This is an optimization exercise on Yosys and OpenROAD, whose aim is small area, not a production implementation. Where RTL was checked, it was by simulation tests only, not by an equivalence proof against the original. Power is estimated from default activity; no workload was simulated.

==> cedar <==
// regfile_scoreboard
module regfile_scoreboard #(
    parameter int               XLEN    = 32,
    parameter int               NREG    = 32,
    parameter int               SP_IDX  = 2,
    parameter logic [XLEN-1:0]  SP_INIT = 32'h0001_0000,
    parameter int               BYPASS  = 1,
    localparam int              AW      = $clog2(NREG)
) (
    input  logic            clk,
    input  logic            rst,
    input  logic            iss_valid,
    input  logic            iss_we,
    input  logic [AW-1:0]   iss_rd,
    input  logic [AW-1:0]   iss_rs1,
    input  logic [AW-1:0]   iss_rs2,
    output logic            iss_ready,
    output logic [XLEN-1:0] rs1_data,
    output logic [XLEN-1:0] rs2_data,
    input  logic            wb_valid,
    input  logic [AW-1:0]   wb_rd,
    input  logic [XLEN-1:0] wb_data,
    input  logic            flush,
    output logic [NREG-1:0] busy_vec,
    output logic [AW:0]     pend_cnt,
    output logic            err_wb
);
    localparam bit BYP = (BYPASS != 0);
    logic [XLEN-1:0] regs [1:NREG-1];
    logic [NREG-1:0] busy_q;    
    logic [NREG-1:1] busy_r;
    logic [AW:0]     cnt_q;
    logic            err_q;
    logic [NREG-1:0] dec_rs1, dec_rs2, dec_rd, dec_wb;
    always_comb begin
        for (int i = 0; i < NREG; i++) begin
            dec_rs1[i] = (iss_rs1 == i[AW-1:0]);
            dec_rs2[i] = (iss_rs2 == i[AW-1:0]);
            dec_rd[i]  = (iss_rd  == i[AW-1:0]);
            dec_wb[i]  = (wb_rd   == i[AW-1:0]);
        end
    end
    logic wb_hit, fwd1, fwd2, fwd_rd;
    assign wb_hit = wb_valid && (wb_rd != '0);
  ...
==> module regfile_scoreboard, before the edit <==
module regfile_scoreboard #(
    parameter int               XLEN    = 32,
    parameter int               NREG    = 32,
    parameter int               SP_IDX  = 2,
    parameter logic [XLEN-1:0]  SP_INIT = 32'h0001_0000,
    parameter int               BYPASS  = 1,
    localparam int              AW      = $clog2(NREG)
) (
    input  logic            clk,
    input  logic            rst,
    input  logic            iss_valid,
    input  logic            iss_we,
    input  logic [AW-1:0]   iss_rd,
    input  logic [AW-1:0]   iss_rs1,
    input  logic [AW-1:0]   iss_rs2,
    output logic            iss_ready,
    output logic [XLEN-1:0] rs1_data,
    output logic [XLEN-1:0] rs2_data,
    input  logic            wb_valid,
    input  logic [AW-1:0]   wb_rd,
    input  logic [XLEN-1:0] wb_data,
    input  logic            flush,
    output logic [NREG-1:0] busy_vec,
    output logic [AW:0]     pend_cnt,
    output logic            err_wb
);
    localparam bit BYP = (BYPASS != 0);
    logic [XLEN-1:0] regs [1:NREG-1];
    logic [NREG-1:0] busy_q;    
    logic [NREG-1:1] busy_r;
    logic [AW:0]     cnt_q;
    logic            err_q;
    logic [NREG-1:0] dec_rs1, dec_rs2, dec_rd, dec_wb;
    always_comb begin
        for (int i = 0; i < NREG; i++) begin
            dec_rs1[i] = (iss_rs1 == i[AW-1:0]);
            dec_rs2[i] = (iss_rs2 == i[AW-1:0]);
            dec_rd[i]  = (iss_rd  == i[AW-1:0]);
            dec_wb[i]  = (wb_rd   == i[AW-1:0]);
        end
    end
    logic wb_hit, fwd1, fwd2, fwd_rd;
    assign wb_hit = wb_valid && (wb_rd != '0);
    assign fwd1   = BYP && wb_hit && (wb_rd == iss_rs1);
    assign fwd2   = BYP && wb_hit && (wb_rd == iss_rs2);
    assign fwd_rd = BYP && wb_hit && (wb_rd == iss_rd);
    logic [NREG-1:0] sel1, sel2;
    assign sel1 = dec_rs1 & {NREG{!fwd1}};
    assign sel2 = dec_rs2 & {NREG{!fwd2}};
    for (genvar b = 0; b < XLEN; b++) begin : g_rd
        logic [NREG-1:0] t1, t2;
        always_comb begin
            t1[0] = wb_data[b];
            t2[0] = wb_data[b];
            for (int i = 1; i < NREG; i++) begin
                t1[i] = regs[i][b];
                t2[i] = regs[i][b];
            end
        end
        regfile_sb_andor32 u_rs1 (.sel({sel1[NREG-1:1], fwd1}), .d(t1), .y(rs1_data[b]));
        regfile_sb_andor32 u_rs2 (.sel({sel2[NREG-1:1], fwd2}), .d(t2), .y(rs2_data[b]));
    end
    logic busy_rs1, busy_rs2, busy_rd, busy_wb;
    assign busy_rs1 = |(dec_rs1 & busy_q);
    assign busy_rs2 = |(dec_rs2 & busy_q);
    assign busy_rd  = |(dec_rd  & busy_q);
    assign busy_wb  = |(dec_wb  & busy_q);
    assign busy_q = {busy_r, 1'b0};
    assign iss_ready = !flush && (!busy_rs1 || fwd1) && (!busy_rs2 || fwd2)
                     && (!iss_we || !busy_rd || fwd_rd);
    logic set_en;
    assign set_en = iss_valid && iss_ready && iss_we && (iss_rd != '0);
    logic [NREG-1:0] busy_d;
    always_comb begin
        busy_d[0] = 1'b0;
        for (int i = 1; i < NREG; i++) begin
            busy_d[i] = !flush && ((set_en && dec_rd[i]) || (busy_q[i] && !(wb_valid && dec_wb[i])));
        end
    end
    logic inc, dec;
    assign inc = set_en && !busy_rd;
    assign dec = wb_hit && busy_wb && !(set_en && busy_rd);
    always_ff @(posedge clk) begin
        if (!rst) begin
            busy_r <= '0;
            cnt_q  <= '0;
            err_q  <= 1'b0;
        end else begin
            busy_r <= busy_d[NREG-1:1];
            if (flush)
                cnt_q <= '0;
            else if (inc && !dec)
                cnt_q <= cnt_q + 1'b1;
            else if (dec && !inc)
                cnt_q <= cnt_q - 1'b1;
            if (wb_hit && !busy_wb)
                err_q <= 1'b1;
        end
    end
    logic [XLEN-1:0] wd;
    assign wd = wb_data & {XLEN{rst}};
    for (genvar i = 1; i < NREG; i++) begin : g_reg
        logic            ld_i, hold_i;
        logic [XLEN-1:0] wd_i, nxt_i;
        assign ld_i   = !rst || (wb_valid && dec_wb[i]);
        assign hold_i = rst && !(wb_valid && dec_wb[i]);
        if (i == SP_IDX) begin : g_sp
            assign wd_i = wd | (SP_INIT & {XLEN{!rst}});
        end else begin : g_plain
            assign wd_i = wd;
        end
        for (genvar b = 0; b < XLEN; b++) begin : g_bit
            regfile_sb_ao22 u_nxt (.a1(ld_i), .a2(wd_i[b]), .b1(hold_i), .b2(regs[i][b]), .y(nxt_i[b]));
        end
        always_ff @(posedge clk) begin
            regs[i] <= nxt_i;
        end
    end
    assign busy_vec = busy_q;
    assign pend_cnt = cnt_q;
    assign err_wb   = err_q;
endmodule
==> module regfile_sb_ao22, before the edit <==
module regfile_sb_ao22 (
    input  logic a1, a2, b1, b2,
    output logic y
);
    assign y = (a1 && a2) || (b1 && b2);
endmodule
==> module regfile_sb_andor32, before the edit <==
module regfile_sb_andor32 (
    input  logic [31:0] sel,
    input  logic [31:0] d,
    output logic        y
);
    logic [11:0] g;
    for (genvar k = 0; k < 10; k++) begin : g_aoi
        regfile_sb_aoi222 u (.a1(sel[3*k]), .a2(d[3*k]), .b1(sel[3*k+1]), .b2(d[3*k+1]),
                             .c1(sel[3*k+2]), .c2(d[3*k+2]), .y(g[k]));
    end
    regfile_sb_nand2 u_t30 (.a(sel[30]), .b(d[30]), .y(g[10]));
    regfile_sb_nand2 u_t31 (.a(sel[31]), .b(d[31]), .y(g[11]));
    logic [2:0] h;
    regfile_sb_nand4 u_n0 (.a(g[0]), .b(g[1]), .c(g[2]), .d(g[3]), .y(h[0]));
    regfile_sb_nand4 u_n1 (.a(g[4]), .b(g[5]), .c(g[6]), .d(g[7]), .y(h[1]));
    regfile_sb_nand4 u_n2 (.a(g[8]), .b(g[9]), .c(g[10]), .d(g[11]), .y(h[2]));
    regfile_sb_or3   u_o  (.a(h[0]), .b(h[1]), .c(h[2]), .y(y));
endmodule
==> flow/config.mk <==
export PLATFORM = sky130hd
export DESIGN_NAME = regfile_scoreboard
export DESIGN_NICKNAME = regfile_scoreboard
export VERILOG_FILES = /design/flow/design.v
export SDC_FILE = /design/flow/constraint.sdc
export NUM_CORES = 4
export LEC_CHECK = 0
export CAP_MARGIN = 20
export CORE_MARGIN = 2
export CORE_UTILIZATION = 62
export PLACE_DENSITY = 0.72
export SLEW_MARGIN = 20
export SYNTH_HIERARCHICAL = 1
==> flow/constraint.sdc <==
create_clock -name core_clock -period 10.0 [get_ports {clk}]
set_input_delay 2.0000 -clock core_clock [delete_from_list [all_inputs] [get_ports {clk}]]
set_output_delay 2.0000 -clock core_clock [all_outputs]
set_load 0.01 [all_outputs]
standard.sh (not shown) runs the stock make flow with config.mk's settings and CLKGATE_MAP_FILE= SYNTH_SCRIPT=/design/flow/synth_recipe.tcl, a recipe that flattens the netlist after the stock synthesis.
==> flow/flow/run.sh <==
#!/bin/bash
# The standard layout (standard.sh: standard synthesis, then ORFS to finish) with two
# layout-only changes:
#  - port buffers are buf_1 instead of the clkdlybuf4s50_1 that buffer_ports picks;
#  - clock tree: clkbuf_8 sink clusters of at most 16 flops within 60 um, and no dummy
#    balancing loads (the clock period leaves ample hold and setup margin).
# make's full output goes to flow_make.log; ORFS writes each step's log under orfs/logs/.
set -euo pipefail
cd "$(dirname "${BASH_SOURCE[0]}")/.."
export BUFFER_PORTS_ARGS="-buffer_cell sky130_fd_sc_hd__buf_1"
export CTS_ARGS="-sink_clustering_enable -repair_clock_nets -sink_clustering_size 16 -sink_clustering_max_diameter 60 -buf_list sky130_fd_sc_hd__clkbuf_8 -dont_use_dummy_load"
bash standard.sh > flow_make.log 2>&1
==> inputs of lagoon, as changes to cedar <==
--- a/flow/design.v
+++ b/flow/design.v
@@ -101,8 +101,7 @@
     assign wd = wb_data & {XLEN{rst}};
     for (genvar i = 1; i < NREG; i++) begin : g_reg
-        logic            ld_i, hold_i;
-        logic [XLEN-1:0] wd_i, nxt_i;
-        assign ld_i   = !rst || (wb_valid && dec_wb[i]);
-        assign hold_i = rst && !(wb_valid && dec_wb[i]);
+        logic            we_i;
+        logic [XLEN-1:0] wd_i;
+        assign we_i = !rst || (wb_valid && dec_wb[i]);
         if (i == SP_IDX) begin : g_sp
             assign wd_i = wd | (SP_INIT & {XLEN{!rst}});
@@ -110,9 +109,7 @@
             assign wd_i = wd;
         end
-        for (genvar b = 0; b < XLEN; b++) begin : g_bit
-            regfile_sb_ao22 u_nxt (.a1(ld_i), .a2(wd_i[b]), .b1(hold_i), .b2(regs[i][b]), .y(nxt_i[b]));
-        end
         always_ff @(posedge clk) begin
-            regs[i] <= nxt_i;
+            if (we_i)
+                regs[i] <= wd_i;
         end
     end
@@ -163,8 +160,2 @@
     assign y = a || b || c;
 endmodule
-module regfile_sb_ao22 (
-    input  logic a1, a2, b1, b2,
-    output logic y
-);
-    assign y = (a1 && a2) || (b1 && b2);
-endmodule
==> flow/run.sh (new file) <==
#!/bin/bash
# synth_recipe.tcl (not shown) runs the flow's synth.tcl, then flattens the netlist and writes it again
# the make line also repeats each setting of config.mk as NAME=value (left out here)
make -C /OpenROAD-flow-scripts/flow DESIGN_CONFIG=/design/flow/config.mk WORK_HOME=/design/flow/orfs CLKGATE_MAP_FILE= SYNTH_SCRIPT=/design/flow/synth_recipe.tcl finish
- CORE_UTILIZATION: 62 -> 70
- CTS_CLUSTER_DIAMETER: unset -> 80
- CTS_CLUSTER_SIZE: unset -> 25
- PLACE_DENSITY: 0.72 -> 0.8
removed: flow/flow/run.sh
removed: flow/standard.sh
==> inputs of ember, as changes to cedar <==
==> flow/design.v (replaced) <==
module regfile_scoreboard #(
    parameter int               XLEN    = 32,
    parameter int               NREG    = 32,
    parameter int               SP_IDX  = 2,
    parameter logic [XLEN-1:0]  SP_INIT = 32'h0001_0000,
    parameter int               BYPASS  = 1,
    localparam int              AW      = $clog2(NREG)
) (
    input  logic            clk,
    input  logic            rst,
    input  logic            iss_valid,
    input  logic            iss_we,
    input  logic [AW-1:0]   iss_rd,
    input  logic [AW-1:0]   iss_rs1,
    input  logic [AW-1:0]   iss_rs2,
    output logic            iss_ready,
    output logic [XLEN-1:0] rs1_data,
    output logic [XLEN-1:0] rs2_data,
    input  logic            wb_valid,
    input  logic [AW-1:0]   wb_rd,
    input  logic [XLEN-1:0] wb_data,
    input  logic            flush,
    output logic [NREG-1:0] busy_vec,
    output logic [AW:0]     pend_cnt,
    output logic            err_wb
);
    localparam bit BYP = (BYPASS != 0);
    logic [XLEN-1:0] regs [1:NREG-1];
    logic [NREG-1:1] busy_r;
    logic [AW:0]     cnt_q;
    logic            err_q;
    logic wb_hit, fwd1, fwd2, fwd_rd;
    assign wb_hit = wb_valid && (wb_rd != '0);
    assign fwd1   = BYP && wb_hit && (wb_rd == iss_rs1);
    assign fwd2   = BYP && wb_hit && (wb_rd == iss_rs2);
    assign fwd_rd = BYP && wb_hit && (wb_rd == iss_rd);
    logic [NREG-1:1] sel1, sel2, dec_rd, wr;
    regfile_sb_dec5e u_dec_rs1 (.a(iss_rs1), .en(!fwd1),           .y(sel1));
    regfile_sb_dec5e u_dec_rs2 (.a(iss_rs2), .en(!fwd2),           .y(sel2));
    regfile_sb_dec5  u_dec_rd  (.a(iss_rd),                        .y(dec_rd));
    regfile_sb_dec5e u_dec_wb  (.a(wb_rd),   .en(wb_valid && rst), .y(wr));
    for (genvar b = 0; b < XLEN; b++) begin : g_rd
        logic [NREG-1:0] t;
        always_comb begin
            t[0] = wb_data[b];
            for (int i = 1; i < NREG; i++) t[i] = regs[i][b];
        end
        regfile_sb_andor32 u_rs1 (.sel({sel1, fwd1}), .d(t), .y(rs1_data[b]));
        regfile_sb_andor32 u_rs2 (.sel({sel2, fwd2}), .d(t), .y(rs2_data[b]));
    end
    logic busy_rs1, busy_rs2, busy_rd, busy_wb;
    regfile_sb_andor32 u_bz_rs1 (.sel({sel1, 1'b0}),   .d({busy_r, 1'b0}), .y(busy_rs1));
    regfile_sb_andor32 u_bz_rs2 (.sel({sel2, 1'b0}),   .d({busy_r, 1'b0}), .y(busy_rs2));
    regfile_sb_andor32 u_bz_rd  (.sel({dec_rd, 1'b0}), .d({busy_r, 1'b0}), .y(busy_rd));
    regfile_sb_andor32 u_bz_wb  (.sel({wr, 1'b0}),     .d({busy_r, 1'b0}), .y(busy_wb));
    assign iss_ready = !flush && !busy_rs1 && !busy_rs2 && (!iss_we || !busy_rd || fwd_rd);
    logic set_en;
    assign set_en = iss_valid && iss_ready && iss_we && rst;
    logic [NREG-1:1] hold, busy_d;
    for (genvar i = 1; i < NREG; i++) begin : g_reg
        regfile_sb_nor2 u_hold (.a(!rst), .b(wr[i]), .y(hold[i]));
        regfile_sb_ao32 u_busy (.a1(busy_r[i]), .a2(hold[i]), .a3(!flush),
                                .b1(set_en), .b2(dec_rd[i]), .y(busy_d[i]));
        logic [XLEN-1:0] nxt;
        for (genvar b = 0; b < XLEN; b++) begin : g_bit
            if (i == SP_IDX && SP_INIT[b]) begin : g_one
                regfile_sb_ao221 u_nxt (.a1(wr[i]), .a2(wb_data[b]), .b1(hold[i]), .b2(regs[i][b]),
                                        .c(!rst), .y(nxt[b]));
            end else begin : g_zero
                regfile_sb_ao22 u_nxt (.a1(wr[i]), .a2(wb_data[b]), .b1(hold[i]), .b2(regs[i][b]),
                                       .y(nxt[b]));
            end
        end
        always_ff @(posedge clk) begin
            regs[i]   <= nxt;
            busy_r[i] <= busy_d[i];
        end
    end
    logic inc, dec;
    assign inc = set_en && (iss_rd != '0) && !busy_rd;
    assign dec = wb_hit && busy_wb && !(set_en && busy_rd);
    always_ff @(posedge clk) begin
        if (!rst) begin
            cnt_q <= '0;
            err_q <= 1'b0;
        end else begin
            if (flush)
                cnt_q <= '0;
            else if (inc && !dec)
                cnt_q <= cnt_q + 1'b1;
            else if (dec && !inc)
                cnt_q <= cnt_q - 1'b1;
            if (wb_hit && !busy_wb)
                err_q <= 1'b1;
        end
    end
    assign busy_vec = {busy_r, 1'b0};
    assign pend_cnt = cnt_q;
    assign err_wb   = err_q;
endmodule
module regfile_sb_dec5e (
    input  logic [4:0]  a,
    input  logic        en,
    output logic [31:1] y
);
    logic [4:0] na;
    logic [7:0] nhi;
    logic [3:0] nlo;
    for (genvar j = 0; j < 5; j++) begin : g_inv
        regfile_sb_inv u (.a(a[j]), .y(na[j]));
    end
    for (genvar k = 0; k < 8; k++) begin : g_hi
        regfile_sb_nand4 u (.a(en), .b(k[2] ? a[4] : na[4]), .c(k[1] ? a[3] : na[3]),
                            .d(k[0] ? a[2] : na[2]), .y(nhi[k]));
    end
    for (genvar k = 0; k < 4; k++) begin : g_lo
        regfile_sb_nand2 u (.a(k[1] ? a[1] : na[1]), .b(k[0] ? a[0] : na[0]), .y(nlo[k]));
    end
    for (genvar i = 1; i < 32; i++) begin : g_out
        regfile_sb_nor2 u (.a(nhi[i / 4]), .b(nlo[i % 4]), .y(y[i]));
    end
endmodule
module regfile_sb_dec5 (
    input  logic [4:0]  a,
    output logic [31:1] y
);
    logic [4:0] na;
    logic [7:0] nhi;
    logic [3:0] nlo;
    for (genvar j = 0; j < 5; j++) begin : g_inv
        regfile_sb_inv u (.a(a[j]), .y(na[j]));
    end
    for (genvar k = 0; k < 8; k++) begin : g_hi
        regfile_sb_nand3 u (.a(k[2] ? a[4] : na[4]), .b(k[1] ? a[3] : na[3]),
                            .c(k[0] ? a[2] : na[2]), .y(nhi[k]));
    end
    for (genvar k = 0; k < 4; k++) begin : g_lo
        regfile_sb_nand2 u (.a(k[1] ? a[1] : na[1]), .b(k[0] ? a[0] : na[0]), .y(nlo[k]));
    end
    for (genvar i = 1; i < 32; i++) begin : g_out
        regfile_sb_nor2 u (.a(nhi[i / 4]), .b(nlo[i % 4]), .y(y[i]));
    end
endmodule
module regfile_sb_andor32 (
    input  logic [31:0] sel,
    input  logic [31:0] d,
    output logic        y
);
    logic [11:0] g;
    for (genvar k = 0; k < 10; k++) begin : g_aoi
        regfile_sb_aoi222 u (.a1(sel[3*k]), .a2(d[3*k]), .b1(sel[3*k+1]), .b2(d[3*k+1]),
                             .c1(sel[3*k+2]), .c2(d[3*k+2]), .y(g[k]));
    end
    regfile_sb_nand2 u_t30 (.a(sel[30]), .b(d[30]), .y(g[10]));
    regfile_sb_nand2 u_t31 (.a(sel[31]), .b(d[31]), .y(g[11]));
    logic [2:0] h;
    regfile_sb_nand4 u_n0 (.a(g[0]), .b(g[1]), .c(g[2]),  .d(g[3]),  .y(h[0]));
    regfile_sb_nand4 u_n1 (.a(g[4]), .b(g[5]), .c(g[6]),  .d(g[7]),  .y(h[1]));
    regfile_sb_nand4 u_n2 (.a(g[8]), .b(g[9]), .c(g[10]), .d(g[11]), .y(h[2]));
    regfile_sb_or3   u_o  (.a(h[0]), .b(h[1]), .c(h[2]), .y(y));
endmodule
module regfile_sb_aoi222 (
    input  logic a1, a2, b1, b2, c1, c2,
    output logic y
);
    assign y = !((a1 && a2) || (b1 && b2) || (c1 && c2));
endmodule
module regfile_sb_ao22 (
    input  logic a1, a2, b1, b2,
    output logic y
);
    assign y = (a1 && a2) || (b1 && b2);
endmodule
module regfile_sb_ao221 (
    input  logic a1, a2, b1, b2, c,
    output logic y
);
    assign y = (a1 && a2) || (b1 && b2) || c;
endmodule
module regfile_sb_ao32 (
    input  logic a1, a2, a3, b1, b2,
    output logic y
);
    assign y = (a1 && a2 && a3) || (b1 && b2);
endmodule
module regfile_sb_nand2 (
    input  logic a, b,
    output logic y
);
    assign y = !(a && b);
endmodule
module regfile_sb_nor2 (
    input  logic a, b,
    output logic y
);
    assign y = !(a || b);
endmodule
module regfile_sb_nand4 (
    input  logic a, b, c, d,
    output logic y
);
    assign y = !(a && b && c && d);
endmodule
module regfile_sb_or3 (
    input  logic a, b, c,
    output logic y
);
    assign y = a || b || c;
endmodule
module regfile_sb_inv (
    input  logic a,
    output logic y
);
    assign y = !a;
endmodule
module regfile_sb_nand3 (
    input  logic a, b, c,
    output logic y
);
    assign y = !(a && b && c);
endmodule
==> notes.md <==
status finished clean; most common cell in the netlist dfxtp_1; Synth Area in Simple Gates 9.962%; Clock Power Share 25.8%; Die Span X 263.0 µm; die area 69180 µm²; switching share of power 30.35%; TritonCTS Buffers 77; Metal-1 WL 62740 µm; DR WL met3 38540 µm; Main synth FF type dfxtp_1; initial antenna violation count 30; Peak VDD IR 0.0001415 V; met1 usage 63.75%; Non-Clock Buffer Area Fraction 3.841%; Post-Synth XOR/XNOR Area 0.4211%
That was cedar.
==> notes.md <==
initial antenna violation count 10; Levels on crit path 13; status finished clean; Die Span X 250.8 µm; largest family of logic cells by synthesized area compound AO/OA/AOI/OAI gates; Main synth FF type edfxtp_1; Peak VDD IR 0.0003184 V; die area 62890 µm²; fin cells 3700; met1 usage 62.03%; Non-Clock Buffer Area Fraction 4.904%; most common cell in the netlist edfxtp_1; DR WL met3 31070 µm; met2 WL 68010 µm; Post-Synth XOR/XNOR Area 0.4285%; vias 34620; hold_ws 0.4905 ns; Metal-1 WL 43410 µm; Synth Area in Simple Gates 9.345%
That was lagoon.
==> notes.md <==
Main synth FF type dfxtp_1; most common cell in the netlist dfxtp_1; DR WL met3 31320 µm; Post-Synth XOR/XNOR Area 0.3928%; Synth Area in Simple Gates 8.083%; Metal-1 WL 59980 µm; Clock Power Share 30.4%; status finished clean; initial antenna violation count 11; met1 usage 65.18%; Peak VDD IR 0.0001340 V; switching share of power 26.22%; die area 66790 µm²; TritonCTS Buffers 76; Die Span X 258.4 µm; Skew-Pair Late Insertion Delay 0.73 ns; Non-Clock Buffer Area Fraction 3.270%
That was ember.
Function not checked in lagoon: the RTL went through the layout flow alone.

==> separate check: timing with driven ports <==
In the flow no input, the clock included, has a driving cell. The finished layouts below were timed again as built, in two steps.
Step 1 (the two cells are an assumption about what drives the block):
set clk [get_ports {clk}]
set_driving_cell -lib_cell sky130_fd_sc_hd__clkbuf_16 $clk
set_driving_cell -lib_cell sky130_fd_sc_hd__buf_2 [delete_from_list [all_inputs] $clk]
Step 2 times the ports against the registers' clock, not the clock port: input delays grow and output delays shrink by t, the midpoint of the rising clock arrivals with the driver on.
Slacks: ideal ports / drivers / drivers and shift; pairs: ideal ports / drivers.
| run | t, ns | slack for setup (ns) | worst hold slack (ns) |
|---|---|---|---|
| cedar | 0.787 | 0.826 / 0.783 / 0.783 | 0.490 / 0.490 / 0.490 |
| lagoon | 0.710 | 0.581 / 0.548 / 0.548 | 0.490 / 0.490 / 0.490 |
| ember | 0.772 | 1.467 / 1.444 / 1.444 | 0.505 / 0.505 / 0.505 |
After both steps every run listed still meets setup and hold. The setup slack of cedar, which loses most, moves by -0.043 ns with the drivers and by -0.043 ns with both steps.
